Source: an optimization exercise on an open RTL-to-GDS flow (aim: small area, a short achievable clock period and few clock cycles per item). Production flows keep margins and buffers that such runs may drop. Only simulation tests tie the RTL to the original design; equivalence was not proved. Power is estimated from default activity; no workload was simulated.

[design/flow/design.v]
package ipdt_pkg;
   localparam int FRAME_BITS = 72;
   localparam int BIT_IDX_W  = $clog2(FRAME_BITS + 1);
   localparam int HIGH_BITS  = FRAME_BITS - 64;
   localparam int HALF_W     = 8;
   localparam int CYC_W      = 10;
   localparam int SPACE_W    = 16;
   localparam int CSR_DATA_W = 16;
   localparam int CSR_IDX_W  = 3;
   localparam logic [HALF_W-1:0]  CARRIER_HALF_RST = 8'd13;
   localparam logic [CYC_W-1:0]   LEAD_BURST_RST   = 10'd322;
   localparam logic [SPACE_W-1:0] LEAD_SPACE_RST   = 16'd4500;
   localparam logic [CYC_W-1:0]   BIT_BURST_RST    = 10'd19;
   localparam logic [SPACE_W-1:0] ONE_SPACE_RST    = 16'd1750;
   localparam logic [SPACE_W-1:0] ZERO_SPACE_RST   = 16'd638;
   localparam logic [CYC_W-1:0]   END_BURST_RST    = 10'd19;
   typedef enum logic [CSR_IDX_W-1:0] {
      REG_CARRIER_HALF = 3'd0,
      REG_LEAD_BURST   = 3'd1,
      REG_LEAD_SPACE   = 3'd2,
      REG_BIT_BURST    = 3'd3,
      REG_ONE_SPACE    = 3'd4,
      REG_ZERO_SPACE   = 3'd5,
      REG_END_BURST    = 3'd6
   } csr_index_type;
   typedef enum logic {
      KIND_TICK  = 1'b0,
      KIND_START = 1'b1
   } kind_type;
   typedef enum logic [5:0] {
      PH_IDLE   = 6'b000001,
      PH_LEAD_B = 6'b000010,
      PH_LEAD_S = 6'b000100,
      PH_BIT_B  = 6'b001000,
      PH_BIT_S  = 6'b010000,
      PH_END_B  = 6'b100000
   } phase_type;
endpackage
import ipdt_pkg::*;
module ir_pulse_distance_transmitter (
   input  logic                  clock,
   input  logic                  reset,
   input  logic                  req_valid,
   output logic                  req_ready,
   input  logic                  req_kind,
   input  logic [63:0]           req_frame_low,
   input  logic [HIGH_BITS-1:0]  req_frame_high,
   output logic                  rsp_valid,
   input  logic                  rsp_ready,
   output logic                  rsp_ir_level,
   output logic                  rsp_busy_res,
   output logic                  rsp_frame_done,
   input  logic                  csr_we,
   input  logic [CSR_IDX_W-1:0]  csr_index,
   input  logic [CSR_DATA_W-1:0] csr_wdata
);
   logic [HALF_W-1:0]  half_r;
   logic [CYC_W-1:0]   lb_r, bb_r, eb_r;
   logic [SPACE_W-1:0] ls_r, os_r, zs_r;
   logic lb_nz, ls_nz, bb_nz, os_nz, zs_nz, eb_nz;
   logic [6:0] cfg_en;
   always_comb
      for (int k = 0; k < 7; k++) cfg_en[k] = reset || (csr_we && (csr_index == 3'(k)));
   always_ff @(posedge clock) begin
      if (cfg_en[REG_CARRIER_HALF]) half_r <= reset ? CARRIER_HALF_RST : csr_wdata[HALF_W-1:0];
      if (cfg_en[REG_LEAD_BURST])   lb_r   <= reset ? LEAD_BURST_RST : csr_wdata[CYC_W-1:0];
      if (cfg_en[REG_LEAD_SPACE])   ls_r   <= reset ? LEAD_SPACE_RST : csr_wdata[SPACE_W-1:0];
      if (cfg_en[REG_BIT_BURST])    bb_r   <= reset ? BIT_BURST_RST : csr_wdata[CYC_W-1:0];
      if (cfg_en[REG_ONE_SPACE])    os_r   <= reset ? ONE_SPACE_RST : csr_wdata[SPACE_W-1:0];
      if (cfg_en[REG_ZERO_SPACE])   zs_r   <= reset ? ZERO_SPACE_RST : csr_wdata[SPACE_W-1:0];
      if (cfg_en[REG_END_BURST])    eb_r   <= reset ? END_BURST_RST : csr_wdata[CYC_W-1:0];
   end
   always_ff @(posedge clock) begin
      if (reset) begin
         lb_nz <= 1'b1;
         ls_nz <= 1'b1;
         bb_nz <= 1'b1;
         os_nz <= 1'b1;
         zs_nz <= 1'b1;
         eb_nz <= 1'b1;
      end else begin
         lb_nz <= |lb_r;
         ls_nz <= |ls_r;
         bb_nz <= |bb_r;
         os_nz <= |os_r;
         zs_nz <= |zs_r;
         eb_nz <= |eb_r;
      end
   end
   logic lb_nz_now, ls_nz_now;
   assign lb_nz_now = |lb_r;
   assign ls_nz_now = |ls_r;
   logic ne_one, ne_zero;
   assign ne_one  = bb_nz || os_nz;
   assign ne_zero = bb_nz || zs_nz;
   logic ph_lb, ph_ls, ph_bb, ph_bs, ph_eb, ph_be;    
   logic [17:0] cnt;
   logic        cp;                                    
   logic        lt;                                    
   logic [FRAME_BITS:0] f;
   logic        curbit;                                
   logic        rdy_ff;
   logic        ov, ol, ob, od;                        
   logic        sv, sl, sb, sd;                        
   logic busy, burst, space;
   assign busy  = ph_lb | ph_ls | ph_bb | ph_bs | ph_eb;
   assign burst = ph_lb | ph_bb | ph_eb;
   assign space = ph_ls | ph_bs;
   logic [7:0] lo;
   logic [9:0] hi;
   assign lo = cnt[7:0];
   assign hi = cnt[17:8];
   logic lo_is0, lo_is2, hi_is1, half_end;
   assign lo_is0   = (lo == 8'd0);
   assign lo_is2   = (lo == 8'd2);
   assign hi_is1   = (hi == 10'd1);
   assign half_end = (lo[7:1] == 7'd0);
   logic [17:0] cnt_step;
   logic        cp_step, lt_step;
   assign cnt_step[7:0]  = (burst && half_end) ? half_r : lo - 8'd1;
   assign cnt_step[17:8] = (space ? lo_is0 : (half_end && cp)) ? hi - 10'd1 : hi;
   assign cp_step        = burst && (cp ^ half_end);
   assign lt_step = space ? (lo_is2 && (hi[7:0] == 8'd0))
                          : (hi_is1 && ((lo_is2 && cp) ||
                                        (half_end && !cp && (half_r[7:1] == 7'd0))));
   logic [FRAME_BITS:0] ne;
   always_comb
      for (int i = 0; i <= FRAME_BITS; i++) ne[i] = f[i] ? ne_one : ne_zero;
   logic used0, real1, real2, real8;
   logic or16, or10, or9, or3, or2;
   assign or16 = |f[FRAME_BITS:16];
   assign or10 = or16 || (|f[15:10]);
   assign or9  = or10 || f[9];
   assign or3  = or9 || (|f[8:3]);
   assign or2  = or3 || f[2];
   logic idle, nbit, real0, known, skip1, skip8, f_shift;
   assign idle    = !busy && !ph_be;
   assign nbit    = used0 ? f[1] : f[0];               
   assign real0   = used0 ? real2 : real1;             
   assign known   = !real0 || (nbit ? ne_one : ne_zero);
   assign skip1   = !idle && !used0 && !known;
   assign skip8   = real8 && !(|ne[7:0]);
   assign f_shift = !idle && (used0 || skip1);
   logic accept, is_tick, is_start, start_idle, start_be;
   assign accept     = req_valid && rdy_ff;
   assign is_tick    = accept && !req_kind;
   assign is_start   = accept && req_kind;
   assign start_idle = is_start && !busy;
   assign start_be   = start_idle && !lb_nz_now && !ls_nz_now;
   logic tick_busy, tick_end;
   assign tick_busy = is_tick && busy;
   assign tick_end  = tick_busy && lt;
   logic go_ls, go_bs_cur, go_entry, be_go;
   assign go_ls     = ph_lb && ls_nz;
   assign go_bs_cur = ph_bb && (curbit ? os_nz : zs_nz);
   assign go_entry  = (ph_lb && !ls_nz) || ph_ls || (ph_bb && !go_bs_cur) || ph_bs || ph_be;
   assign be_go     = ph_be && known;
   logic t_bb, t_bs, t_eb, t_enter;
   assign t_enter = go_entry && real0;
   assign t_bb    = t_enter && bb_nz;
   assign t_bs    = go_bs_cur || (t_enter && !bb_nz);
   assign t_eb    = go_entry && !real0 && eb_nz;
   logic done_tick;
   assign done_tick = lt && (ph_eb || (go_entry && !real0 && !eb_nz));
   logic        bitsel, t_lt;
   logic [17:0] t_cnt;
   assign bitsel = go_bs_cur ? curbit : nbit;
   always_comb begin
      if (go_ls)
         t_cnt = {2'b00, ls_r};
      else if (t_bs)
         t_cnt = {2'b00, bitsel ? os_r : zs_r};
      else if (t_bb)
         t_cnt = {bb_r, half_r};
      else
         t_cnt = {eb_r, half_r};
   end
   assign t_lt = go_ls ? (ls_r == 16'd1)
                       : (t_bs && (bitsel ? (os_r == 16'd1) : (zs_r == 16'd1)));
   logic [17:0] s_cnt;
   logic        s_lt;
   assign s_cnt = lb_nz_now ? {lb_r, half_r} : {2'b00, ls_r};
   assign s_lt  = !lb_nz_now && (ls_r == 16'd1);
   logic        seg_done;
   logic [17:0] k_cnt;
   logic        k_cp, k_lt;
   assign seg_done = lt || ph_be;
   assign k_cnt = seg_done ? t_cnt : cnt_step;
   assign k_cp  = !seg_done && cp_step;
   assign k_lt  = seg_done ? t_lt : lt_step;
   logic kind_sel, upd;
   assign kind_sel = req_kind && !busy && !ph_be;
   assign upd      = be_go || (accept && (req_kind ? !busy : busy));
   logic s_lb, s_ls, s_be;
   assign s_lb = lb_nz_now;
   assign s_ls = !lb_nz_now && ls_nz_now;
   assign s_be = !lb_nz_now && !ls_nz_now;
   logic ph_upd;
   assign ph_upd = be_go || start_idle || tick_end;
   logic known_ent, known_stay;
   assign known_ent  = used0 ? ne[2] : ne[1];
   assign known_stay = f_shift ? ((skip1 && skip8) ? ne[8] : ne[1]) : known;
   logic f_tick_shift, f_idle_shift;
   assign f_idle_shift = be_go && real0;
   assign f_tick_shift = lt && t_enter;
   logic entry_lb;
   assign entry_lb = !ls_nz;
   logic stall_s, stall_t, stall_n;
   assign stall_s = s_lt && s_ls;
   assign stall_t = (lt ? t_lt : (lt_step && (ph_ls || ph_bs || (ph_lb && entry_lb))))
                    && !(f_tick_shift ? known_ent : known_stay);
   assign stall_n = (be_go ? t_lt
                           : (lt && (ph_ls || ph_bs || (ph_lb && entry_lb))))
                    && !(f_idle_shift ? known_ent : known_stay);
   logic push, r_l, r_b, r_d, be_busy;
   assign be_busy = real0 || eb_nz;
   assign push = (accept && !start_be) || be_go;
   assign r_l  = tick_busy && burst && !cp;
   assign r_b  = be_go ? be_busy : (busy || is_start);
   assign r_d  = be_go ? !be_busy : (tick_busy && done_tick);
   logic pop, sv_next;
   assign pop     = ov && rsp_ready;
   assign sv_next = (sv || push) && ov && !pop;
   logic blocked, rdy_start, rdy_tick, rdy_none, rdy_next;
   assign blocked   = ov && !rsp_ready;
   assign rdy_start = busy ? !stall_n : (!s_be && !stall_s);
   assign rdy_tick  = busy ? !stall_t : !stall_n;
   assign rdy_none  = !(ph_be && !be_go) && !stall_n;
   assign rdy_next  = accept ? (!blocked && (req_kind ? rdy_start : rdy_tick))
                             : (rdy_none && !((sv || be_go) && blocked));
   logic n_be;
   assign n_be = ph_upd ? (kind_sel && s_be) : ph_be;
   always_ff @(posedge clock) begin
      if (reset) begin
         ph_lb  <= 1'b0;
         ph_ls  <= 1'b0;
         ph_bb  <= 1'b0;
         ph_bs  <= 1'b0;
         ph_eb  <= 1'b0;
         ph_be  <= 1'b0;
         used0  <= 1'b0;
         rdy_ff <= 1'b1;
         ov     <= 1'b0;
         sv     <= 1'b0;
      end else begin
         rdy_ff <= rdy_next;
         used0  <= (tick_busy ? f_tick_shift : f_idle_shift);
         if (!ov || pop) begin
            ov <= sv || push;
            sv <= 1'b0;
         end else if (push) begin
            sv <= 1'b1;
         end
         if (ph_upd) begin
            ph_lb <= kind_sel ? s_lb : 1'b0;
            ph_ls <= kind_sel ? s_ls : go_ls;
            ph_bb <= kind_sel ? 1'b0 : t_bb;
            ph_bs <= kind_sel ? 1'b0 : t_bs;
            ph_eb <= kind_sel ? 1'b0 : t_eb;
            ph_be <= kind_sel ? s_be : 1'b0;
         end
      end
   end
   always_ff @(posedge clock) begin
      if (!ov || pop) begin
         ol <= sv ? sl : r_l;
         ob <= sv ? sb : r_b;
         od <= sv ? sd : r_d;
      end else if (push && !sv) begin
         sl <= r_l;
         sb <= r_b;
         sd <= r_d;
      end
      if (upd) begin
         cnt <= kind_sel ? s_cnt : k_cnt;
         cp  <= !kind_sel && k_cp;
         lt  <= kind_sel ? s_lt : k_lt;
      end
      if (idle) begin
         f     <= {1'b1, req_frame_high, req_frame_low};
         real1 <= 1'b1;
         real2 <= 1'b1;
         real8 <= 1'b1;
      end else if (skip1 && skip8) begin
         f     <= {8'd0, f[FRAME_BITS:8]};
         real1 <= or9;
         real2 <= or10;
         real8 <= or16;
      end else if (f_shift) begin
         f     <= {1'b0, f[FRAME_BITS:1]};
         real1 <= or2;
         real2 <= or3;
         real8 <= or9;
      end
      if ((tick_end || be_go) && t_enter) curbit <= nbit;
   end
   assign req_ready      = rdy_ff;
   assign rsp_valid      = ov;
   assign rsp_ir_level   = ol;
   assign rsp_busy_res   = ob;
   assign rsp_frame_done = od;
endmodule
[design/flow/flow/run.sh]
#!/bin/bash
# Layout flow: the standard ORFS flow (standard synthesis unchanged), with
#  - the I/O port buffers made of plain buffers (sky130_fd_sc_hd__buf_2) instead of the
#    delay buffer buffer_ports picks by default; every port still gets its own buffer;
#  - timing repair aiming at 5.25 ns of setup slack.
set -euo pipefail
bash standard.sh "BUFFER_PORTS_ARGS=-buffer_cell sky130_fd_sc_hd__buf_2" SETUP_SLACK_MARGIN=5.25 finish > flow_orfs.log 2>&1
[design/flow/standard.sh]
#!/bin/bash
# synth_recipe.tcl (not shown) runs the flow's synth.tcl, then flattens the netlist and writes it again
# the make line also repeats each setting of config.mk as NAME=value (left out here)
make -C /OpenROAD-flow-scripts/flow DESIGN_CONFIG=/design/flow/config.mk WORK_HOME=/design/flow/orfs CLKGATE_MAP_FILE= SYNTH_SCRIPT=/design/flow/synth_recipe.tcl "${@:-finish}"
[design/flow/config.mk]
export PLATFORM = sky130hd
export DESIGN_NAME = ir_pulse_distance_transmitter
export DESIGN_NICKNAME = ir_pulse_distance_transmitter
export VERILOG_FILES = /design/flow/design.v
export SDC_FILE = /design/flow/constraint.sdc
export NUM_CORES = 4
export LEC_CHECK = 0
export CAP_MARGIN = 20
export CORE_MARGIN = 2
export CORE_UTILIZATION = 70
export CTS_BUF_LIST = sky130_fd_sc_hd__clkbuf_8
export SETUP_SLACK_MARGIN = 5
export SLEW_MARGIN = 20
[design/flow/constraint.sdc]
create_clock -name core_clock -period 8.0 [get_ports {clock}]
set_input_delay 1.6000 -clock core_clock [delete_from_list [all_inputs] [get_ports {clock}]]
set_output_delay 1.6000 -clock core_clock [all_outputs]
set_load 0.01 [all_outputs]
==> summary.txt, run 1 <==
synth cell count leaders edfxtp_1, nand2_1, o21ai_0; met3 usage 6.50%; die width 127 um; number of hold violations in the final report 0; top_reg_cell synth edfxtp_1; Achievable Freq 366 MHz; hold path start bb_r[4]; Rel. slew slack 29.8%; outcome complete, no violations; P_leak 4.98 nW; critical-path maximum fanout 8; largest net degree at the start of global routing 132; Synth async-reset ratio 0%; Crit. End Element flop; Die H 127 um; TritonCTS buffer count 34; RD Place Congestion 1.04; Hold WC Path Type flop to flop; Syn Nets 1,066; CORE AREA 14,600 um2; overall power 2.47 mW; # H-tree levels 2; pwr dens 206 nW/um2; post-route minimum period 2.73 ns; DRC 0; IO Pins 102; Syn Area/Cell 11.0 um2; Arrival @ worst endpoint 3.08 ns; root buf cell clkbuf_8; vias in the first global route 7,719; pre-CTS setup slack 4.17 ns; CP max stage cell edfxtp_1; average wire per cell in the routed design 21.1 um; Mapped Area 10,500 um2; Tot GR Track Use 33.2%; max incr delay on CP 0.51 ns; worst vdd ir 0.000161 V; 1st-iter DRT viols 1,334; clock latency on the worst-skew pair 0.51 ns; Final Net Count 1,163; Post-synth EDFFs 185; synthesis warning total 1; Setup TNS Final 0 ns; GRT busiest layer met1; CTS tree yes; Initial Utilization 72.0%; hold endpoint bb_nz; Worst Max-Slew Pin Slew 1.05 ns; routing usage on met1 52.4%; Antenna diodes 0; Port Buffers 101; worst setup margin 5.27 ns; kind of critical path flop to flop; synthesis-to-finish area growth 13.6%; via count 8,334; global route overflow 0; RSZ-0062 raised after global routing true; layout cell share with drive strength beyond 1 20.7%; die area 16,100 um2; R2R Path End rdy_ff; worst-path cell chain mux2i_4, inv_4, o21ai_4, nand4_1, a2111oi_4, a31oi_1, o31ai_1, o211ai_1; Final HPWL DP 19,000 um; Synth Instances 961; DRT Pass-1 Iters 8; global-route wire length before repair 41,700 um; Rows 44; Crit Reg-Reg Startpoint f[1]; #FFs+latches synth 204; Register-to-Register Setup Slack 5.27 ns; count of cell types in the netlist 68; Yosys top cell area share 52.7%; CP Launch Type flop; Final Skew 0.0215 ns; Register-to-Register Path Depth 8; met2 usage in global routing 47.8%; Final ANT Viol Nets 0; fin area 12,000 um2; Worst-path clk slew 0.06 ns; Hold-fix buffers, CTS 0; area leader, netlist edfxtp_1; Final setup viols 0; Placed Area 11,100 um2; Seq/Total Area, Yosys 56.3%; top cells by area, synth edfxtp_1, mux2i_1, nand2_1; worst hold path depth 2; cell with the most instances after synthesis edfxtp_1; final WL 26,600 um; average vias per placed instance 6.59; Max Buffers Root-to-Sink 3; MaxCap Viol Count 0; final period utilization 34.1%; Slew Viols, Final 0; clock sink count 204; initial antenna violation count 0; Required @ worst endpoint 8.35 ns
==> placed cells by master, fill, tap and decap left out, types with 31 or more instances in the layout <==
cell type | synthesis | final
buf_2 | 16 | 100
nor4_1 | 32 | 31
nor2_1 | 43 | 39
a21oi_1 | 40 | 39
nand2_1 | 132 | 124
nor2b_1 | 34 | 33
edfxtp_1 | 185 | 185
o21ai_0 | 84 | 83
mux2i_1 | 78 | 77
clkbuf_8 | 0 | 38
==> power by group <==
part,switching [mW],internal [mW]
Combinational,0.158,0.105
Sequential,0.0899,1.28
Clock,0.397,0.433
==> kinds of logic (layout without fill, tap and decap cells) <==
logic type,after synthesis,after routing,synth area share (%)
AND/OR/NAND/NOR,363,363,17.5
adder cells (fa/ha/maj),8,8,0.949
AO/OA/AOI/OAI,218,218,12.9
flip-flops,204,204,56.3
XOR/XNOR,14,14,1.16
multiplexers,86,86,8.39
buffers and inverters,68,188,2.85
==> flip-flops by register name, summed over array words and instances (netlist names), 8 cells and up <==
signal	count
lb_r	10
os_r	16
cnt	18
bb_r	10
ls_r	16
f	73
half_r	8
zs_r	16
eb_r	10
==> layer usage <==
layer / wire [um] / vias up
met5: 0 / -
met4: 643 / 0
met3: 3110 / 61
met2: 11500 / 545
met1: 11300 / 3876
li1: - / 3852
==> per-stage QoR <==
stage          util, %  std cells  hold WS (ns)
3_5_place_dp      76.0       1198         0.479
4_1_cts           80.7       1258         0.495
3_3_place_gp      76.0       1198         0.456
6_report          81.8       1265         0.500
5_1_grt           81.8       1265         0.508
2_1_floorplan        -        961         0.441
==> critical path, delay by kind of cell (launching register included) <==
family	cells	cell delay (ns)
buffers and inverters	1	0.09
AOI/OAI and AO/OA	5	1.45
DFF	1	0.51
and+or+nand+nor	1	0.21
muxes	1	0.31
==> area by class of cell <==
| class | instances | area (um2) |
|---|---|---|
| Timing Repair Buffer | 114 | 647 |
| Tap cell | 184 | 230 |
| Clock buffer | 38 | 523 |
| Multi-Input combinational cell | 689 | 4490 |
| Fill cell | 901 | 2660 |
| Inverter | 15 | 60.1 |
| Clock inverter | 21 | 85.1 |
| Sequential cell | 204 | 5940 |
==> worst max-delay path by stage <==
stage	end	cells past startpoint	from
5_1_grt	rdy_ff	8	f[1]
2_1_floorplan	cnt[10]	3	req_kind
3_5_place_dp	ls_r[9]	3	reset
4_1_cts	cnt[5]	8	used0
6_report	rdy_ff	8	f[1]
3_3_place_gp	os_r[4]	3	reset
==> timing repair <==
action,4_1_cts,5_1_grt
resized for setup,19,22
setup endpoints to repair,240,165
pin swaps,0,5
setup buffers,1,7
endpoints found under the hold margin,0,0
Testbench counts, summed over its fixed seeds: cycles 48,788, beats 48,704.
==> run 2: changes to the inputs <==
==> design/flow/flow/run.sh (replaced) <==
#!/bin/bash
# Layout flow: the standard ORFS flow (standard synthesis unchanged), with
#  - the I/O port buffers made of plain buffers (sky130_fd_sc_hd__buf_2) instead of the
#    delay buffer buffer_ports picks by default; every port still gets its own buffer;
#  - timing repair aiming at 5.35 ns of setup slack.
set -euo pipefail
bash standard.sh "BUFFER_PORTS_ARGS=-buffer_cell sky130_fd_sc_hd__buf_2" SETUP_SLACK_MARGIN=5.35 finish > flow_orfs.log 2>&1
--- a/design/flow/config.mk
+++ b/design/flow/config.mk
@@ -8,6 +8,5 @@
 export CAP_MARGIN = 20
 export CORE_MARGIN = 2
 export CORE_UTILIZATION = 70
-export CTS_BUF_LIST = sky130_fd_sc_hd__clkbuf_8
 export SETUP_SLACK_MARGIN = 5
 export SLEW_MARGIN = 20
==> summary.txt, run 2 <==
Antenna diodes 0 (unchanged); #FFs+latches synth 204 (unchanged); # H-tree levels 1 (-1); Synth Instances 961 (unchanged); Tot GR Track Use 35.5% (+2.3 points); Final setup viols 0 (unchanged); max incr delay on CP 0.38 ns (-0.13 ns); worst hold path depth 2 (unchanged); Worst Max-Slew Pin Slew 0.758 ns (-0.296 ns); final period utilization 33.0% (-1.1 points); Rel. slew slack 49.1% (+19 points); Syn Area/Cell 11.0 um2 (unchanged); CP Launch Type flop; cell with the most instances after synthesis edfxtp_1; outcome complete, no violations; CTS tree yes; Max Buffers Root-to-Sink 3 (unchanged); Arrival @ worst endpoint 1.04 ns (-2.04 ns); via count 8,524 (+2.3%); max reg flops 73 (unchanged); Mapped Area 10,500 um2 (unchanged); clock latency on the worst-skew pair 0.53 ns (+0.02 ns); die area 16,100 um2 (unchanged); worst setup margin 5.36 ns (+0.0886 ns); Rows 44 (unchanged); CP max stage cell dfxtp_2; Crit path depth 1 (-7); Required @ worst endpoint 6.40 ns (-1.95 ns); top cells by area, synth edfxtp_1, mux2i_1, nand2_1; CORE AREA 14,600 um2 (unchanged); kind of critical path flop to output pin; DRT Pass-1 Iters 12 (+4); largest registers f: 73 flops, cnt: 18 flops; worst vdd ir 0.000253 V (+58%); Syn Nets 1,066 (unchanged); critical-path maximum fanout 3 (-5); Hold-fix buffers, CTS 0 (unchanged); count of cell types in the netlist 68 (unchanged); worst-path cell chain buf_2; Port Buffers 101 (unchanged); Die H 127 um (unchanged); Hold Slack 0.473 ns (-0.0265 ns); Hold WC Path Type flop to flop; DRC 0 (unchanged); number of placed instances, taps included 1,200 (+0.17%); Seq/Total Area, Yosys 56.3% (unchanged); RSZ-0062 raised after global routing true; Post-synth EDFFs 185 (unchanged); synthesis-to-finish area growth 17.3%; Final Skew 0.0212 ns (-0.000298 ns); global-route wire length before repair 44,200 um (+6.2%); P_leak 5.07 nW (+1.9%); RD Place Congestion 1.02 (-1.3%); Cell Int Power 2.08 mW (+14%); largest net degree at the start of global routing 77 (-42%); clock share of power 40.5% (+6.8 points); Buf/Inv on CP 1 (unchanged); Psw 0.706 mW (+9.6%); number of hold violations in the final report 0 (unchanged); 1st-iter DRT viols 1,579 (+18%); CP top delay family flip-flops; Comb pwr share 10.0% (-0.7 points); Register-to-Register Path Depth 8 (unchanged); Worst-path clk slew 0.06 ns (about the same); Final Net Count 1,159 (-0.34%); Slew Viols, Final 0 (unchanged); Achievable Freq 379 MHz (+3.4%); synthesis warning total 1 (unchanged); commonest cells after routing, fill and taps aside edfxtp_1, nand2_1, buf_2; MaxCap Viol Count 0 (unchanged); initial antenna violation count 0 (unchanged); clock sink count 204 (unchanged); top_reg_cell synth edfxtp_1; Final ANT Viol Nets 0 (unchanged); Final HPWL DP 19,300 um (+1.1%); pwr dens 225 nW/um2 (+9.4%); area leader, netlist edfxtp_1; global route overflow 0 (unchanged); Setup TNS Final 0 ns (unchanged); layout cell share with drive strength beyond 1 22.7% (+2.0 points); root buf cell clkbuf_16; Yosys top cell area share 52.7% (unchanged); TritonCTS buffer count 22 (-35%); average vias per placed instance 6.80 (+3.2%); final WL 28,300 um (+6.3%); most common cell after layout, fill and taps aside edfxtp_1; sequential fraction of design power 49.5% (-6.1 points); Switching Share 25.4% (-0.77 points); synth cell count leaders edfxtp_1, nand2_1, o21ai_0; Non-Filler Instances 1,254 (-0.87%); vias in the first global route 7,947 (+3.0%); Crit. End Element output pin; filler instances 827 (-8.2%); Top reg by flops f; Synth async-reset ratio 0% (unchanged); Initial Utilization 72.0% (unchanged); average wire per cell in the routed design 22.6 um (+7.2%); die width 127 um (unchanged); pre-CTS setup slack 4.36 ns (+0.195 ns); IO Pins 102 (unchanged); post-route minimum period 2.64 ns (-0.0886 ns)
## run 2: cell counts after synthesis
Identical to the previous run, type by type.
## run 2: layout make-up
type / count / area [um2] / share of cell area (%)
well taps: 184 / 230 / 1.86
clock inverters: 17 / 250 / 2.02
inverters: 15 / 61.3 / 0.496
multi-input cells: 689 / 4590 / 37.1
flip-flops and latches: 204 / 5940 / 48.0
repair buffers: 122 / 733 / 5.93
clock buffers: 23 / 564 / 4.56
## run 2: per-stage QoR
stage / total power [mW] / instance area (um2) / utilization [%]
global placement: 1.63 / 11200 / 76.3
global route: 2.86 / 12400 / 84.4
finish: 2.78 / 12400 / 84.4
floorplan: 1.52 / 10600 / -
detailed placement: 1.64 / 11200 / 76.3
CTS: 2.75 / 12100 / 82.9
## run 2: metal layers
metal  vias up  GRT usage, %  wire length (um)
met5         -             0                 0
met4         0          10.9              1020
met3        87          6.16              3350
met2       580          52.5             12400
met1      4017          54.4             11500
li1       3840             -                 -
## run 2: cell families (layout without fill, tap and decap cells)
family / after synthesis / after routing / share of synthesized area (%)
multiplexers: 86 / 86 / 8.39
adder cells (fa/ha/maj): 8 / 8 / 0.949
flip-flops: 204 / 204 / 56.3
AND/OR/NAND/NOR: 363 / 363 / 17.5
XOR/XNOR: 14 / 14 / 1.16
AO/OA/AOI/OAI: 218 / 218 / 12.9
buffers and inverters: 68 / 177 / 2.85
## run 2: power by group through the flow
stage / clock network, mW / registers (mW) / logic [mW]
2_1_floorplan: 0 / 1.35 / 0.173
3_3_place_gp: 0 / 1.39 / 0.243
3_5_place_dp: 0 / 1.39 / 0.251
4_1_cts: 1.12 / 1.37 / 0.261
5_1_grt: 1.17 / 1.38 / 0.306
6_report: 1.13 / 1.38 / 0.278
## run 2: worst paths after layout
check               to     from  slack [ns]
max          req_ready   rdy_ff        5.36
min              bb_nz  bb_r[4]        0.47
max reg2reg    cnt[10]    ph_bb        5.37
min reg2reg      bb_nz  bb_r[4]        0.47
## run 2: repair_timing
action	CTS	global route
endpoints found under the setup margin	261	260
buffers inserted	3	10
pin swaps	1	6
resized for setup	30	30
## run 2: worst reg2reg max path: cells and delay by family, from the launching register on
family | cells | cell delay [ns]
compound gates | 5 | 1.05
buf+inv | 1 | 0.19
simple gates | 2 | 0.52
flops | 1 | 0.62
==> run 3: changes to the inputs <==
--- a/design/flow/config.mk
+++ b/design/flow/config.mk
@@ -5,6 +5,7 @@
 export SDC_FILE = /design/flow/constraint.sdc
 export NUM_CORES = 4
 export LEC_CHECK = 0
+export ABC_AREA = 1
 export CAP_MARGIN = 20
 export CORE_MARGIN = 2
 export CORE_UTILIZATION = 70
==> summary.txt, run 3 <==
outcome complete, no violations; Syn Nets 1,286 (+21%); largest family of logic cells by synthesized area simple AND/OR/NAND/NOR gates; XOR/XNOR share of the synthesized area 0.415% (-0.75 points); Synth Area in Simple Gates 24.6% (+7.2 points); Syn Area/Cell 8.93 um2 (-19%); 1st-iter DRT viols 1,390 (-12%); DRT Pass-1 Iters 6 (-6); Top reg by flops f; MaxCap Viol Count 0 (unchanged); RD Place Congestion 0.965 (-5.6%); kind of critical path input port to flop; Worst Max-Slew Pin Slew 0.840 ns (+0.0819 ns); Final setup viols 0 (unchanged); area leader, netlist edfxtp_1; count of cell types in the netlist 45 (-34%); multiplexer area fraction after synthesis 0% (-8.4 points); Post-synth EDFFs 185 (unchanged); post-route minimum period 2.60 ns (-0.0367 ns); Worst-path clk slew 0.06 ns (about the same); Die H 127 um (about the same); filler instances 882 (+6.7%); Slew Viols, Final 0 (unchanged); Final HPWL DP 19,400 um (+0.74%); vias in the first global route 8,603 (+8.3%); Hold-fix buffers, CTS 0 (unchanged); root buf cell clkbuf_16; fin area 12,100 um2 (-1.9%); Achievable Freq 384 MHz (+1.4%); routing usage on met1 50.3% (-4.1 points); top cells by area, synth edfxtp_1, nand2_1, nor2_1; clock sink count 204 (unchanged); Hold WC Path Type flop to flop; Tot GR Track Use 35.1% (-0.40 points); layout cell share with drive strength beyond 1 16.6% (-6.1 points); cell with the most instances after synthesis nand2_1; met2 usage in global routing 55.2% (+2.6 points); die width 127 um (about the same); Final Net Count 1,384 (+19%); Rel. slew slack 44.0% (-5.1 points); GRT busiest layer met2; commonest cells after routing, fill and taps aside nand2_1, edfxtp_1, nor2_1; Initial Utilization 72.0% (about the same); CTS tree yes; Arrival @ worst endpoint 3.03 ns (+1.99 ns); Rows 44 (unchanged); via count 9,416 (+10%); pwr dens 398 nW/um2 (+77%); final period utilization 32.5% (-0.46 points); clock latency on the worst-skew pair 0.50 ns (-0.03 ns); top_reg_cell synth edfxtp_1; synth cell count leaders nand2_1, edfxtp_1, nor2_1; Synth async-reset ratio 0% (unchanged); TritonCTS buffer count 21 (-4.5%); Placed Area 11,200 um2 (+0.50%); Hold Slack 0.478 ns (+0.00451 ns); number of placed instances, taps included 1,423 (+19%); Required @ worst endpoint 8.43 ns (+2.03 ns); synthesis-to-finish area growth 15.0%; die area 16,100 um2 (about the same); synthesis warning total 1 (unchanged); Setup TNS Final 0 ns (unchanged); Port Buffers 101 (unchanged); post-synthesis compound-gate area fraction 12.0% (-0.94 points); worst vdd ir 0.000314 V (+24%); largest registers f: 73 flops, cnt: 18 flops; final core utilization 82.9% (-1.6 points); IO Pins 102 (unchanged); average vias per placed instance 6.37 (-6.3%); DRC 0 (unchanged); Adder-Cell Fraction of Synth Area 0.949% (about the same); Final ANT Viol Nets 0 (unchanged); most common cell after layout, fill and taps aside nand2_1; Reg area 5940 um2 (about the same); initial antenna violation count 1 (+1); Synth Instances 1,181 (+23%); Yosys top cell area share 52.7% (about the same); CORE AREA 14,600 um2 (unchanged); Seq/Total Area, Yosys 56.3% (about the same); P_leak 4.96 nW (-2.2%); Final Skew 0.0103 ns (-0.0109 ns); #FFs+latches synth 204 (unchanged); RSZ-0062 raised after global routing true; global route overflow 0 (unchanged); multi-input logic area 4200 um2 (-8.4%); global-route wire length before repair 44,100 um (-0.31%); Mapped Area 10,600 um2 (about the same); largest net degree at the start of global routing 115 (+49%); max reg flops 73 (unchanged); number of hold violations in the final report 0 (unchanged); Crit. End Element flop; critical-path maximum fanout 6 (+3); CP Launch Type input port; Non-Filler Instances 1,479 (+18%); # H-tree levels 1 (unchanged); Max Buffers Root-to-Sink 3 (unchanged); average wire per cell in the routed design 19.7 um (-13%); met3 usage 6.62% (+0.46 points); final WL 29,200 um (+3.0%)
[run 3: through the flow]
step | setup WS [ns] | power (mW)
after CTS | 5.35 | 4.72
after floorplan | 5.09 | 3.31
after detailed placement | 3.89 | 3.78
after global routing | 5.31 | 5.11
final | 5.40 | 4.82
after global placement | 3.97 | 3.73
[run 3: timing repair]
| item | 4_1_cts | 5_1_grt |
|---|---|---|
| pin swaps | 2 | 5 |
| cloned | 1 | 2 |
| gates resized for setup | 14 | 18 |
| endpoints found under the setup margin | 197 | 202 |
| buffers inserted | 9 | 5 |
[run 3: layer usage]
layer | share of wire [%] | vias up
met5 | 0 | -
met4 | 3.0 | 0
met3 | 12 | 78
met2 | 46 | 691
met1 | 39 | 4319
li1 | - | 4328
[run 3: path summary, 6_finish.rpt]
path                            slack (ns)  depth (start not counted)  endpoint      from
worst max-delay path                  5.40                         11     ph_lb  req_kind
worst min-delay path                  0.48                          2     ph_bs     ph_bs
worst min register to register        0.48                          2     ph_bs     ph_bs
worst max register to register        5.46                         10   cnt[11]     used0
[run 3: cell type report]
cell class | count | area share (%)
well taps | 184 | 1.90
clock buffers | 29 | 4.58
repair inverters | 1 | 0.0412
diodes | 1 | 0.0206
repair buffers | 124 | 6.28
multi-input cells | 827 | 34.6
clock inverters | 9 | 0.485
flip-flops and latches | 204 | 48.9
inverters | 100 | 3.17
[run 3: power breakdown]
group / switching [mW] / total [mW] / internal [mW] / leakage [nW]
logic: 1.32 / 1.92 / 0.603 / 2.70
clock network: 0.403 / 0.893 / 0.491 / 0.289
registers: 0.273 / 2.01 / 1.74 / 1.97
[run 3: cells by family after synthesis]
logic type,Yosys count
and+or+nand+nor,612
DFF,204
AOI/OAI and AO/OA,202
buffers and inverters,150
adders and majority gates,8
xor gates and xnor gates,5
[run 3: critical path, stage by stage]
cell,delay (ns)
buf_6,0.09
ha_4,0.14
inv_2,0.05
nor2_4,0.17
clkinvlp_4,0.20
buf_6,0.16
nor2_4,0.15
buf_4,0.14
buf_4,0.11
o21ai_0,0.09
a21oi_1,0.12
==> run 4: changes to the inputs <==
==> design/flow/flow/run.sh (replaced) <==
#!/bin/bash
# Layout flow: the standard ORFS flow (standard synthesis unchanged), with
#  - the I/O port buffers made of plain buffers (sky130_fd_sc_hd__buf_2) instead of the
#    delay buffer buffer_ports picks by default; every port still gets its own buffer;
#  - timing repair aiming at 5.3 ns of setup slack.
set -euo pipefail
bash standard.sh "BUFFER_PORTS_ARGS=-buffer_cell sky130_fd_sc_hd__buf_2" SETUP_SLACK_MARGIN=5.3 finish > flow_orfs.log 2>&1
--- a/design/flow/config.mk
+++ b/design/flow/config.mk
@@ -9,5 +9,6 @@
 export CAP_MARGIN = 20
 export CORE_MARGIN = 2
 export CORE_UTILIZATION = 70
+export CTS_BUF_LIST = sky130_fd_sc_hd__clkbuf_8
 export SETUP_SLACK_MARGIN = 5
 export SLEW_MARGIN = 20
==> summary.txt, run 4 <==
average wire per cell in the routed design 18.7 um (-5.0%); RSZ-0062 raised after global routing true; Register-to-Register Setup Slack 5.45 ns (about the same); multi-input logic area 4170 um2 (-0.80%); Rows 44 (unchanged); Max Buffers Root-to-Sink 3 (unchanged); Final HPWL DP 19,200 um (-1.1%); Final Net Count 1,393 (+0.65%); max reg flops 73 (unchanged); Rel. slew slack 36.2% (-7.7 points); largest net degree at the start of global routing 116 (+0.87%); Required @ worst endpoint 8.38 ns (-0.05 ns); synth cell count leaders nand2_1, edfxtp_1, nor2_1; final period utilization 33.0% (+0.44 points); via count 9,359 (-0.61%); Syn Nets 1,286 (unchanged); cell with the most instances after synthesis nand2_1; IO Pins 102 (unchanged); outcome complete, no violations; final core utilization 82.8% (about the same); worst vdd ir 0.000269 V (-14%); Worst Max-Slew Pin Slew 0.957 ns (+0.117 ns); #FFs+latches synth 204 (unchanged); CP Launch Type input port; post-route minimum period 2.64 ns (+0.0351 ns); Antenna diodes 0 (-1); Tot GR Track Use 34.8% (-0.24 points); 1st-iter DRT viols 1,261 (-9.3%); Reg area 5940 um2 (about the same); Seq/Total Area, Yosys 56.3% (unchanged); Final Skew 0.0193 ns (+0.00892 ns); Final setup viols 0 (unchanged); average vias per placed instance 6.25 (-1.9%); Final ANT Viol Nets 0 (unchanged); count of cell types in the netlist 45 (unchanged); layout cell share with drive strength beyond 1 17.0% (+0.43 points); TritonCTS buffer count 35 (+67%); MaxCap Viol Count 0 (unchanged); P_leak 5.03 nW (+1.4%); pwr dens 400 nW/um2 (+0.64%); worst hold path depth 2 (unchanged); largest registers f: 73 flops, cnt: 18 flops; Worst-path clk slew 0.06 ns (about the same); Setup TNS Final 0 ns (unchanged); die area 16,100 um2 (unchanged); most common cell after layout, fill and taps aside nand2_1; number of hold violations in the final report 0 (unchanged); fin area 12,100 um2 (about the same); Hold Slack 0.474 ns (-0.00431 ns); worst setup margin 5.36 ns (-0.0351 ns); Mapped Area 10,600 um2 (unchanged); R2R Path End f[20]; hold path start ph_eb; CTS tree yes; Post-synth EDFFs 185 (unchanged); Top reg by flops f; Arrival @ worst endpoint 3.02 ns (about the same); synthesis-to-finish area growth 14.9% (about the same); final WL 28,000 um (-3.8%); Initial Utilization 72.0% (unchanged); DRC 0 (unchanged); # H-tree levels 2 (+1); Achievable Freq 379 MHz (-1.3%); Syn Area/Cell 8.93 um2 (unchanged); top cells by area, synth edfxtp_1, nand2_1, nor2_1; pre-CTS setup slack 3.77 ns (-0.119 ns); Register-to-Register Path Depth 12 (+2); number of placed instances, taps included 1,425 (+0.14%); Hold-fix buffers, CTS 0 (unchanged); Slew Viols, Final 0 (unchanged); global-route wire length before repair 43,700 um (-1.0%); synthesis warning total 1 (unchanged); CORE AREA 14,600 um2 (unchanged); Placed Area 11,200 um2 (+0.11%); Crit. End Element flop; clock latency on the worst-skew pair 0.52 ns (+0.02 ns); global route overflow 0 (unchanged); overall power 4.85 mW (+0.55%); Die H 127 um (unchanged); RD Place Congestion 0.973 (+0.92%); area leader, netlist edfxtp_1; Yosys top cell area share 52.7% (unchanged); initial antenna violation count 1 (unchanged); top_reg_cell synth edfxtp_1; kind of critical path input port to flop; root buf cell clkbuf_8; commonest cells after routing, fill and taps aside nand2_1, edfxtp_1, nor2_1; Synth async-reset ratio 0% (unchanged); Synth Instances 1,181 (unchanged); DRT Pass-1 Iters 6 (unchanged); die width 127 um (unchanged); clock sink count 204 (unchanged); hold endpoint ph_eb; Non-Filler Instances 1,498 (+1.3%); Port Buffers 101 (unchanged); critical-path maximum fanout 8 (+2); Crit Reg-Reg Startpoint ph_bb; vias in the first global route 8,647 (+0.51%); filler instances 919 (+4.2%); Hold WC Path Type flop to flop
-- run 4: logic make-up after synthesis --
| group | synth area share (%) |
|---|---|
| and+or+nand+nor | 24.6 |
| DFF | 56.3 |
| AOI/OAI and AO/OA | 12.0 |
| buffers and inverters | 5.78 |
| adders and majority gates | 0.949 |
| xor gates and xnor gates | 0.415 |
-- run 4: timing repair --
item / 4_1_cts / 5_1_grt
resized for setup: 10 / 16
pin swaps: 2 / 1
cloned: 1 / 1
endpoints found under the setup margin: 190 / 161
setup buffers: 3 / 5
-- run 4: worst max-delay path by stage --
stage | endpoint | slack, ns | start | cells after the start
6_report | cnt[15] | 5.36 | req_kind | 10
5_1_grt | rdy_ff | 5.28 | ph_bb | 16
2_1_floorplan | lb_r[0] | 5.04 | reset | 4
3_5_place_dp | cnt[11] | 3.77 | req_kind | 9
3_3_place_gp | cnt[0] | 3.92 | req_kind | 9
4_1_cts | rdy_ff | 5.25 | ph_bb | 16
-- run 4: power breakdown --
group          switching [mW]  internal (mW)
Combinational            1.32          0.589
Clock                   0.419          0.516
Sequential              0.271           1.74
-- run 4: cell type report --
cell class | count | area share (%)
Clock buffer | 39 | 4.43
Clock inverter | 24 | 1.33
Inverter | 100 | 3.17
Multi-Input combinational cell | 827 | 34.4
Sequential cell | 204 | 49.0
Tap cell | 184 | 1.90
Timing Repair Buffer | 119 | 5.78
Timing Repair inverter | 1 | 0.0619
-- run 4: worst max-delay path, cell delays in order --
cell	delay (ns)
buf_2	0.15
ha_4	0.15
inv_1	0.07
nor2_4	0.15
clkinvlp_4	0.17
buf_4	0.18
nor2_4	0.19
buf_4	0.23
a22oi_2	0.06
nand2_1	0.07
-- run 4: metal layers --
layer / GRT usage, % / up-vias / wire, um
met5: 0 / - / 0
met4: 13.3 / 0 / 971
met3: 7.09 / 92 / 3090
met2: 55.7 / 607 / 13000
met1: 47.8 / 4310 / 11000
li1: - / 4350 / -
==> run 5: changes to the inputs <==
--- a/design/flow/config.mk
+++ b/design/flow/config.mk
@@ -9,6 +9,5 @@
 export CAP_MARGIN = 20
 export CORE_MARGIN = 2
 export CORE_UTILIZATION = 70
-export CTS_BUF_LIST = sky130_fd_sc_hd__clkbuf_8
 export SETUP_SLACK_MARGIN = 5
 export SLEW_MARGIN = 20
==> summary.txt, run 5 <==
CORE AREA 14,600 um2 (unchanged); hold path start ph_bs; synthesis-to-finish area growth 14.4%; layout cell share with drive strength beyond 1 16.1% (-0.99 points); initial antenna violation count 0 (-1); vias in the first global route 8,663 (+0.19%); multi-input logic area 4170 um2 (about the same); area leader, netlist edfxtp_1; Post-synth EDFFs 185 (unchanged); top cells by area, synth edfxtp_1, nand2_1, nor2_1; Final ANT Viol Nets 0 (unchanged); Syn Area/Cell 8.93 um2 (unchanged); Setup TNS Final 0 ns (unchanged); average wire per cell in the routed design 18.8 um (+0.53%); die area 16,100 um2 (unchanged); RSZ-0062 raised after global routing true; Comb pwr share 39.5% (+0.2 points); # H-tree levels 1 (-1); most common cell after layout, fill and taps aside nand2_1; Required @ worst endpoint 8.12 ns (-0.26 ns); Max Buffers Root-to-Sink 3 (unchanged); Syn Nets 1,286 (unchanged); max reg flops 73 (unchanged); post-route minimum period 2.64 ns (+0.00122 ns); Rows 44 (unchanged); Synth async-reset ratio 0% (unchanged); clock latency on the worst-skew pair 0.52 ns (about the same); 1st-iter DRT viols 1,240 (-1.7%); Worst Max-Slew Pin Slew 0.940 ns (-0.0166 ns); Final Net Count 1,379 (-1.0%); critical-path maximum fanout 34 (+26); Slew Viols, Final 0 (unchanged); Crit Reg-Reg Startpoint ph_bb; sequential fraction of design power 41.5% (about the same); Hold Slack 0.475 ns (+0.00142 ns); CTS tree yes; global route overflow 0 (unchanged); Yosys top cell area share 52.7% (unchanged); synthesis warning total 1 (unchanged); Reg area 5940 um2 (unchanged); pwr dens 400 nW/um2 (about the same); clock share of power 19.0% (-0.3 points); P_leak 4.93 nW (-2.1%); outcome complete, no violations; global-route wire length before repair 43,700 um (about the same); Psw 1.99 mW (-0.88%); count of cell types in the netlist 45 (unchanged); largest registers f: 73 flops, cnt: 18 flops; Final HPWL DP 19,200 um (unchanged); IO Pins 102 (unchanged); synth cell count leaders nand2_1, edfxtp_1, nor2_1; filler instances 923 (+0.44%); Rel. slew slack 37.3% (+1.1 points); largest net degree at the start of global routing 116 (unchanged); Switching Share 41.2% (-0.16 points); Final Skew 0.0270 ns (+0.00779 ns); RD Place Congestion 0.973 (unchanged); Worst-path clk slew 0.06 ns (about the same); Antenna diodes 0 (unchanged); cell with the most instances after synthesis nand2_1; final period utilization 33.0% (about the same); Top reg by flops f; Port Buffers 101 (unchanged); Die H 127 um (unchanged); Cell Int Power 2.84 mW (-0.21%); Arrival @ worst endpoint 2.76 ns (-0.26 ns); kind of critical path input port to flop; number of hold violations in the final report 0 (unchanged); fin area 12,100 um2 (-0.49%); Hold-fix buffers, CTS 0 (unchanged); Seq/Total Area, Yosys 56.3% (unchanged); R2R Path End f[26]; commonest cells after routing, fill and taps aside nand2_1, edfxtp_1, nor2_1; DRT Pass-1 Iters 6 (unchanged); MaxCap Viol Count 0 (unchanged); Achievable Freq 379 MHz (about the same); Initial Utilization 72.0% (unchanged); TritonCTS buffer count 22 (-37%); via count 9,235 (-1.3%); average vias per placed instance 6.27 (+0.35%); die width 127 um (unchanged); Register-to-Register Path Depth 12 (unchanged); Tot GR Track Use 34.5% (-0.29 points); root buf cell clkbuf_16; Placed Area 11,200 um2 (unchanged); CP Launch Type input port; hold endpoint ph_bs; Hold WC Path Type flop to flop; Synth Instances 1,181 (unchanged); #FFs+latches synth 204 (unchanged); Crit. End Element flop; worst hold path depth 2 (unchanged); top_reg_cell synth edfxtp_1; Mapped Area 10,600 um2 (unchanged); DRC 0 (unchanged); Final setup viols 0 (unchanged); clock sink count 204 (unchanged); Register-to-Register Setup Slack 5.45 ns (about the same); final WL 27,700 um (-1.2%); worst vdd ir 0.000323 V (+20%)
[run 5: cell counts after synthesis]
Identical to the previous run, type by type.
[run 5: cells by family (layout without fill, tap and decap cells)]
| group | count (synthesis) | after routing | share of synthesized area [%] |
|---|---|---|---|
| AND/OR/NAND/NOR | 612 | 612 | 24.6 |
| flip-flops | 204 | 204 | 56.3 |
| XOR/XNOR | 5 | 5 | 0.415 |
| AO/OA/AOI/OAI | 202 | 202 | 12.0 |
| buffers and inverters | 150 | 258 | 5.78 |
| adder cells (fa/ha/maj) | 8 | 8 | 0.949 |
[run 5: per-layer routing]
layer  vias up  wire length, um  GRT usage, %  share of wire (%)
met1      4263            10900          47.1                 39
met3        78             3050          7.68                 11
met4         0              865          11.1                3.1
met5         -                0             0                  0
li1       4316                -             -                  -
met2       578            12900          56.1                 47
[run 5: final cells by class]
type	count	share of cell area, %
clock inverter	14	0.716
multi-input combinational	827	34.6
clock buffer	25	4.66
sequential	204	49.2
tap	184	1.91
inverter	100	3.22
timing repair buffer	117	5.63
timing repair inverter	2	0.104
[run 5: repair_timing]
action / in CTS / in global routing
buffers inserted: 6 / 1
pin swaps: 2 / 0
setup endpoints to repair: 191 / 162
resized for setup: 14 / 16
cloned: 2 / 0
[run 5: worst max-delay path by stage]
stage	start	to	cells past startpoint
2_1_floorplan	reset	lb_r[0]	4
3_3_place_gp	req_kind	cnt[0]	9
3_5_place_dp	req_kind	cnt[11]	9
4_1_cts	ph_bb	rdy_ff	16
5_1_grt	ph_bb	f[65]	11
6_report	reset	ls_r[14]	3
[run 5: critical path, cell delays in order]
cell      delay [ns]
buf_4           0.36
clkinv_4        0.33
o21ai_2         0.45
[run 5: power by group through the flow]
stage / Clock [mW] / Combinational (mW) / Sequential [mW]
floorplan: 0 / 1.38 / 1.93
global placement: 0 / 1.72 / 2.01
detailed placement: 0 / 1.76 / 2.01
CTS: 0.915 / 1.82 / 2.00
global route: 0.957 / 2.11 / 2.04
finish: 0.917 / 1.91 / 2.01
[run 5: through the flow]
step / power, mW / std cells / setup WS [ns] / utilization [%]
floorplan: 3.31 / 1181 / 5.04 / -
global placement: 3.73 / 1425 / 3.92 / 76.8
detailed placement: 3.77 / 1425 / 3.77 / 76.8
CTS: 4.73 / 1472 / 5.23 / 81.9
global route: 5.11 / 1473 / 5.29 / 82.4
finish: 4.83 / 1473 / 5.36 / 82.4
==> run 6: changes to the inputs <==
--- a/design/flow/config.mk
+++ b/design/flow/config.mk
@@ -8,6 +8,6 @@
 export ABC_AREA = 1
 export CAP_MARGIN = 20
 export CORE_MARGIN = 2
-export CORE_UTILIZATION = 70
+export CORE_UTILIZATION = 75
 export SETUP_SLACK_MARGIN = 5
 export SLEW_MARGIN = 20
==> summary.txt, run 6 <==
outcome complete, no violations; Final ANT Viol Nets 0 (unchanged); Syn Nets 1,286 (unchanged); global route overflow 0 (unchanged); cell with the most instances after synthesis nand2_1; Final Skew 0.0295 ns (+0.00247 ns); Tot GR Track Use 38.7% (+4.2 points); clock latency on the worst-skew pair 0.52 ns (about the same); Psw 2.03 mW (+2.0%); RD Place Congestion 1.03 (+5.7%); Yosys top cell area share 52.7% (unchanged); #FFs+latches synth 204 (unchanged); number of hold violations in the final report 0 (unchanged); Final setup viols 0 (unchanged); # H-tree levels 1 (unchanged); Worst Max-Slew Pin Slew 0.932 ns (-0.00750 ns); final period utilization 33.4% (+0.38 points); Syn Area/Cell 8.93 um2 (unchanged); Final Net Count 1,377 (-0.15%); largest net degree at the start of global routing 122 (+5.2%); critical-path maximum fanout 34 (unchanged); top cells by area, synth edfxtp_1, nand2_1, nor2_1; critical path startpoint reset; pre-CTS setup slack 3.81 ns (+0.0404 ns); root buf cell clkbuf_16; Port Buffers 101 (unchanged); hold path start real2; worst-path cell chain buf_4, clkinv_4, o21ai_2; Crit. End Element flop; Setup TNS Final 0 ns (unchanged); max reg flops 73 (unchanged); count of cell types in the netlist 45 (unchanged); IO Pins 102 (unchanged); Top reg by flops f; commonest cells after routing, fill and taps aside nand2_1, edfxtp_1, nor2_1; TritonCTS buffer count 22 (unchanged); Synth Instances 1,181 (unchanged); 1st-iter DRT viols 1,462 (+18%); MaxCap Viol Count 0 (unchanged); met3 usage 10.1% (+2.5 points); final core utilization 87.5% (+5.1 points); Seq/Total Area, Yosys 56.3% (unchanged); kind of critical path input port to flop; Cell Int Power 2.90 mW (+2.3%); global-route wire length before repair 44,700 um (+2.3%); Switching Share 41.1% (-0.060 points); Arrival @ worst endpoint 2.80 ns (+0.04 ns); clock sink count 204 (unchanged); die area 15,000 um2 (-6.5%); Rel. slew slack 37.5% (+0.13 points); most common cell after layout, fill and taps aside nand2_1; CP max stage cell o21ai_2; top_reg_cell synth edfxtp_1; P_leak 4.95 nW (+0.50%); pwr dens 408 nW/um2 (+1.9%); final WL 29,300 um (+5.6%); synthesis warning total 1 (unchanged); DRT Pass-1 Iters 6 (unchanged); DRC 0 (unchanged); Die H 123 um (-3.3%); CP Launch Type input port; routing usage on met1 50.0% (+2.9 points); worst setup margin 5.33 ns (-0.0306 ns); vias in the first global route 8,864 (+2.3%); Register-to-Register Path Depth 13 (+1); clock share of power 20.2% (+1.2 points); sequential fraction of design power 40.7% (-0.8 points); Rows 43 (-2.3%); Comb pwr share 39.1% (-0.4 points); via count 9,677 (+4.8%); average wire per cell in the routed design 20.0 um (+6.0%); worst vdd ir 0.000273 V (-16%); worst hold path depth 2 (unchanged); Max Buffers Root-to-Sink 3 (unchanged); largest registers f: 73 flops, cnt: 18 flops; Slew Viols, Final 0 (unchanged); Hold-fix buffers, CTS 0 (unchanged); Mapped Area 10,600 um2 (unchanged); CORE AREA 13,800 um2 (-5.6%); met2 usage in global routing 62.6% (+6.5 points); Hold WC Path Type flop to flop; max incr delay on CP 0.46 ns (about the same); Hold Slack 0.487 ns (+0.0117 ns); Final HPWL DP 19,100 um (-0.31%); area leader, netlist edfxtp_1; CTS tree yes; RSZ-0062 raised after global routing true; synthesis-to-finish area growth 14.7%; Initial Utilization 76.3% (+4.3 points); initial antenna violation count 1 (+1); Required @ worst endpoint 8.13 ns (about the same); post-route minimum period 2.67 ns (+0.0306 ns); layout cell share with drive strength beyond 1 16.3% (+0.25 points); Worst-path clk slew 0.06 ns (about the same); Crit Reg-Reg Startpoint curbit; Post-synth EDFFs 185 (unchanged); average vias per placed instance 6.59 (+5.1%); synth cell count leaders nand2_1, edfxtp_1, nor2_1; GRT busiest layer met2; Antenna diodes 0 (unchanged); Achievable Freq 374 MHz (-1.1%); Synth async-reset ratio 0% (unchanged); die width 123 um (-3.3%)
[run 6: through the flow]
step                area [um2]  instances  total power, mW
floorplan                10700       1181             3.31
global placement         11200       1419             3.70
detailed placement       11200       1419             3.76
CTS                      12000       1467             4.82
global route             12100       1468             5.18
finish                   12100       1468             4.93
[run 6: final timing paths]
check             end  slack [ns]
max          zs_r[11]        5.33
min             real2        0.49
max reg2reg   cnt[11]        5.47
min reg2reg     real2        0.49
[run 6: power by group through the flow]
stage / clock [mW] / combinational [mW] / sequential, mW
5_1_grt: 1.03 / 2.11 / 2.04
4_1_cts: 0.988 / 1.84 / 1.99
2_1_floorplan: 0 / 1.38 / 1.93
6_report: 0.998 / 1.93 / 2.01
3_5_place_dp: 0 / 1.76 / 2.01
3_3_place_gp: 0 / 1.70 / 2.00
[run 6: kinds of logic (layout without fill, tap and decap cells)]
kind of cell,count (synthesis),in the layout,synth area share [%]
buffers and inverters,150,257,5.78
AND/OR/NAND/NOR,612,612,24.6
flip-flops,204,204,56.3
adder cells (fa/ha/maj),8,8,0.949
XOR/XNOR,5,5,0.415
AO/OA/AOI/OAI,202,202,12.0
[run 6: cell type report]
type                            instances  area [um2]
Tap cell                              180         225
Clock buffer                           31         614
Sequential cell                       204        5940
Timing Repair Buffer                  116         666
Inverter                              100         397
Clock inverter                          9        86.3
Fill cell                             674        1730
Multi-Input combinational cell        827        4170
Timing Repair inverter                  1        5.00
[run 6: routing by layer]
| metal | part of all wire [%] | up-vias | wire [um] |
|---|---|---|---|
| li1 | - | 4306 | - |
| met1 | 35 | 4378 | 10200 |
| met2 | 47 | 826 | 13700 |
| met3 | 13 | 165 | 3900 |
| met4 | 4.9 | 2 | 1430 |
| met5 | 0.051 | - | 15 |
[run 6: worst max-delay path, delay by kind of cell]
kind / cells / cell delay [ns]
AOI/OAI and AO/OA: 1 / 0.46
buffers and inverters: 2 / 0.71
[run 6: what timing repair did]
action	4_1_cts	5_1_grt
gates resized for setup	12	21
gates cloned	1	0
pin swaps	2	6
setup buffers	7	1
setup endpoints to repair	252	169
==> run 7: changes to the inputs <==
==> design/flow/flow/run.sh (replaced) <==
#!/bin/bash
# Layout flow: the standard ORFS flow (standard synthesis unchanged), with
#  - the I/O port buffers made of plain buffers (sky130_fd_sc_hd__buf_1) instead of the
#    delay buffer buffer_ports picks by default; every port still gets its own buffer;
#  - timing repair aiming at 5.3 ns of setup slack.
set -euo pipefail
bash standard.sh "BUFFER_PORTS_ARGS=-buffer_cell sky130_fd_sc_hd__buf_1" SETUP_SLACK_MARGIN=5.3 finish > flow_orfs.log 2>&1
--- a/design/flow/config.mk
+++ b/design/flow/config.mk
@@ -8,6 +8,6 @@
 export ABC_AREA = 1
 export CAP_MARGIN = 20
 export CORE_MARGIN = 2
-export CORE_UTILIZATION = 75
+export CORE_UTILIZATION = 70
 export SETUP_SLACK_MARGIN = 5
 export SLEW_MARGIN = 20
==> summary.txt, run 7 <==
Mapped Area 10,600 um2 (unchanged); cell with the most instances after synthesis nand2_1; #FFs+latches synth 204 (unchanged); top cells by area, synth edfxtp_1, nand2_1, nor2_1; area leader, netlist edfxtp_1; DRT Pass-1 Iters 6 (unchanged); commonest cells after routing, fill and taps aside nand2_1, edfxtp_1, nor2_1; IO Pins 102 (unchanged); Crit. End Element flop; global-route wire length before repair 43,800 um (-1.8%); Seq/Total Area, Yosys 56.3% (unchanged); initial antenna violation count 1 (unchanged); via count 9,312 (-3.8%); clock sink count 204 (unchanged); Crit Reg-Reg Startpoint lt; Syn Area/Cell 8.93 um2 (unchanged); Die H 127 um (+3.4%); count of cell types in the netlist 45 (unchanged); average wire per cell in the routed design 18.8 um (-5.5%); Port Buffers 101 (unchanged); global route overflow 0 (unchanged); P_leak 4.69 nW (-5.4%); most common cell after layout, fill and taps aside nand2_1; Required @ worst endpoint 8.38 ns (+0.25 ns); CORE AREA 14,600 um2 (+5.9%); Final Net Count 1,380 (+0.22%); Hold-fix buffers, CTS 0 (unchanged); CTS tree yes; vias in the first global route 8,632 (-2.6%); CP Launch Type input port; 1st-iter DRT viols 1,149 (-21%); Achievable Freq 373 MHz (-0.31%); MaxCap Viol Count 0 (unchanged); Initial Utilization 72.0% (-4.3 points); pwr dens 406 nW/um2 (-0.45%); number of hold violations in the final report 0 (unchanged); Rows 44 (+2.3%); worst vdd ir 0.000317 V (+16%); Final HPWL DP 19,400 um (+1.3%); largest net degree at the start of global routing 116 (-4.9%); Final Skew 0.0153 ns (-0.0143 ns); Synth async-reset ratio 0% (unchanged); die width 127 um (+3.4%); final WL 27,800 um (-5.2%); Register-to-Register Setup Slack 5.36 ns (-0.11 ns); TritonCTS buffer count 22 (unchanged); # H-tree levels 1 (unchanged); clock latency on the worst-skew pair 0.51 ns (about the same); synth cell count leaders nand2_1, edfxtp_1, nor2_1; Max Buffers Root-to-Sink 3 (unchanged); Post-synth EDFFs 185 (unchanged); largest registers f: 73 flops, cnt: 18 flops; synthesis warning total 1 (unchanged); Syn Nets 1,286 (unchanged); pre-CTS setup slack 3.53 ns (-0.272 ns); Top reg by flops f; Synth Instances 1,181 (unchanged); die area 16,100 um2 (+6.9%); synthesis-to-finish area growth 13.7%; worst setup margin 5.32 ns (-0.00830 ns); worst hold path depth 2 (unchanged); hold path start ph_bs; critical-path maximum fanout 8 (-76%); Final setup viols 0 (unchanged); layout cell share with drive strength beyond 1 8.38% (-7.9 points); Register-to-Register Path Depth 4 (-9); Final ANT Viol Nets 0 (unchanged); Hold WC Path Type flop to flop; average vias per placed instance 6.32 (-4.1%); Yosys top cell area share 52.7% (unchanged); Antenna diodes 0 (unchanged); max reg flops 73 (unchanged); Worst Max-Slew Pin Slew 0.971 ns (+0.0388 ns); Slew Viols, Final 0 (unchanged); Worst-path clk slew 0.06 ns (about the same); DRC 0 (unchanged); final period utilization 33.5% (+0.10 points); R2R Path End cnt[12]; top_reg_cell synth edfxtp_1; RSZ-0062 raised after global routing true; Rel. slew slack 35.3% (-2.2 points); Setup TNS Final 0 ns (unchanged); kind of critical path input port to flop; outcome complete, no violations; Tot GR Track Use 34.7% (-4.0 points); post-route minimum period 2.68 ns (+0.00830 ns); root buf cell clkbuf_16; RD Place Congestion 0.960 (-6.8%); hold endpoint ph_bs; Arrival @ worst endpoint 3.05 ns (+0.25 ns)
## run 7: layout make-up
cell class,instances,area (um2)
clock inverters,11,128
clock buffers,27,569
fillers,899,2640
multi-input cells,827,4170
well taps,184,230
flip-flops and latches,204,5940
repair buffers,119,548
inverters,100,410
repair inverters,1,7.51
## run 7: worst max path at each step
stage          startpoint  endpoint  slack [ns]  cells after the start
4_1_cts             ph_bb    rdy_ff        5.35                     16
5_1_grt             ph_bb    rdy_ff        5.19                     16
3_5_place_dp     req_kind    cnt[6]        3.53                      9
3_3_place_gp     req_kind   cnt[15]        3.62                      9
6_report         req_kind   cnt[14]        5.32                     10
2_1_floorplan       reset   lb_r[0]        5.04                      4
## run 7: kinds of logic (layout without fill, tap and decap cells)
family / after synthesis / after routing / share of synthesized area, %
xor+xnor: 5 / 5 / 0.415
simple gates: 612 / 612 / 24.6
fa+ha+maj: 8 / 8 / 0.949
buf+inv: 150 / 258 / 5.78
compound gates: 202 / 202 / 12.0
flops: 204 / 204 / 56.3
## run 7: critical path: stages
cell and delay (ns):
buf_2 0.15, ha_4 0.15, inv_1 0.07, nor2_4 0.21, clkinvlp_4 0.15, buf_4 0.18
nor2_4 0.16, buf_4 0.23, a22oi_2 0.10, nand2_1 0.07
## run 7: stage by stage
stage / area [um2] / utilization (%) / power [mW] / instances / hold slack [ns]
6_report: 12000 / 81.9 / 4.87 / 1473 / 0.476
4_1_cts: 11900 / 81.5 / 4.80 / 1472 / 0.473
5_1_grt: 12000 / 81.9 / 5.15 / 1473 / 0.496
3_3_place_gp: 11100 / 75.9 / 3.71 / 1425 / 0.455
3_5_place_dp: 11100 / 75.9 / 3.77 / 1425 / 0.466
2_1_floorplan: 10700 / - / 3.31 / 1181 / 0.433
## run 7: layer usage
layer  global-route usage (%)  vias up  part of all wire [%]  wire (um)
met5                        0        -                 0.025          7
met4                     10.3        2                   2.8        768
met3                     5.99       75                    10       2890
met2                     56.8      587                    47      13100
met1                     48.6     4335                    40      11000
li1                         -     4313                     -          -
## run 7: where the power goes
part	internal [mW]	total, mW	switching [mW]
Combinational	0.576	1.87	1.30
Sequential	1.74	2.02	0.273
Clock	0.574	0.983	0.409
## run 7: what timing repair did
item	4_1_cts	5_1_grt
setup buffers	8	1
cloned	1	0
setup endpoints to repair	173	156
resized for setup	14	15
pin swaps	3	1

## separate check: timing with driven ports
The flow's constraints put no driver on any port. The routed layouts listed below were extracted and timed again, unchanged, in two steps.
Step 1 (the two cells are an assumption about what drives the block):
set clk [get_ports {clock}]
set_driving_cell -lib_cell sky130_fd_sc_hd__clkbuf_16 $clk
set_driving_cell -lib_cell sky130_fd_sc_hd__buf_2 [delete_from_list [all_inputs] $clk]
Step 2 times the ports against the registers' clock, not the clock port: input delays grow and output delays shrink by t, the midpoint of the rising clock arrivals with the driver on.
Slacks: ideal ports / drivers / drivers and shift; pairs: ideal ports / drivers.
| run | t, ns | setup slack, ns | worst slew at a driven data input, ns |
|---|---|---|---|
| run 1 | 0.543 | 5.271 / 5.270 / 4.799 | 0.03 |
| run 2 | 0.568 | 5.360 / 5.315 / 4.871 | 0.04 |
| run 3 | 0.540 | 5.397 / 5.363 / 4.861 | 0.06 |
| run 4 | 0.553 | 5.361 / 5.361 / 4.826 | 0.05 |
| run 5 | 0.550 | 5.360 / 5.365 / 4.829 | 0.05 |
| run 6 | 0.549 | 5.330 / 5.349 / 4.800 | 0.06 |
| run 7 | 0.544 | 5.321 / 5.338 / 4.794 | 0.03 |
After both steps every run listed still meets setup and hold. The setup slack of run 3, which loses most, moves by -0.034 ns with the drivers and by -0.536 ns with both steps.
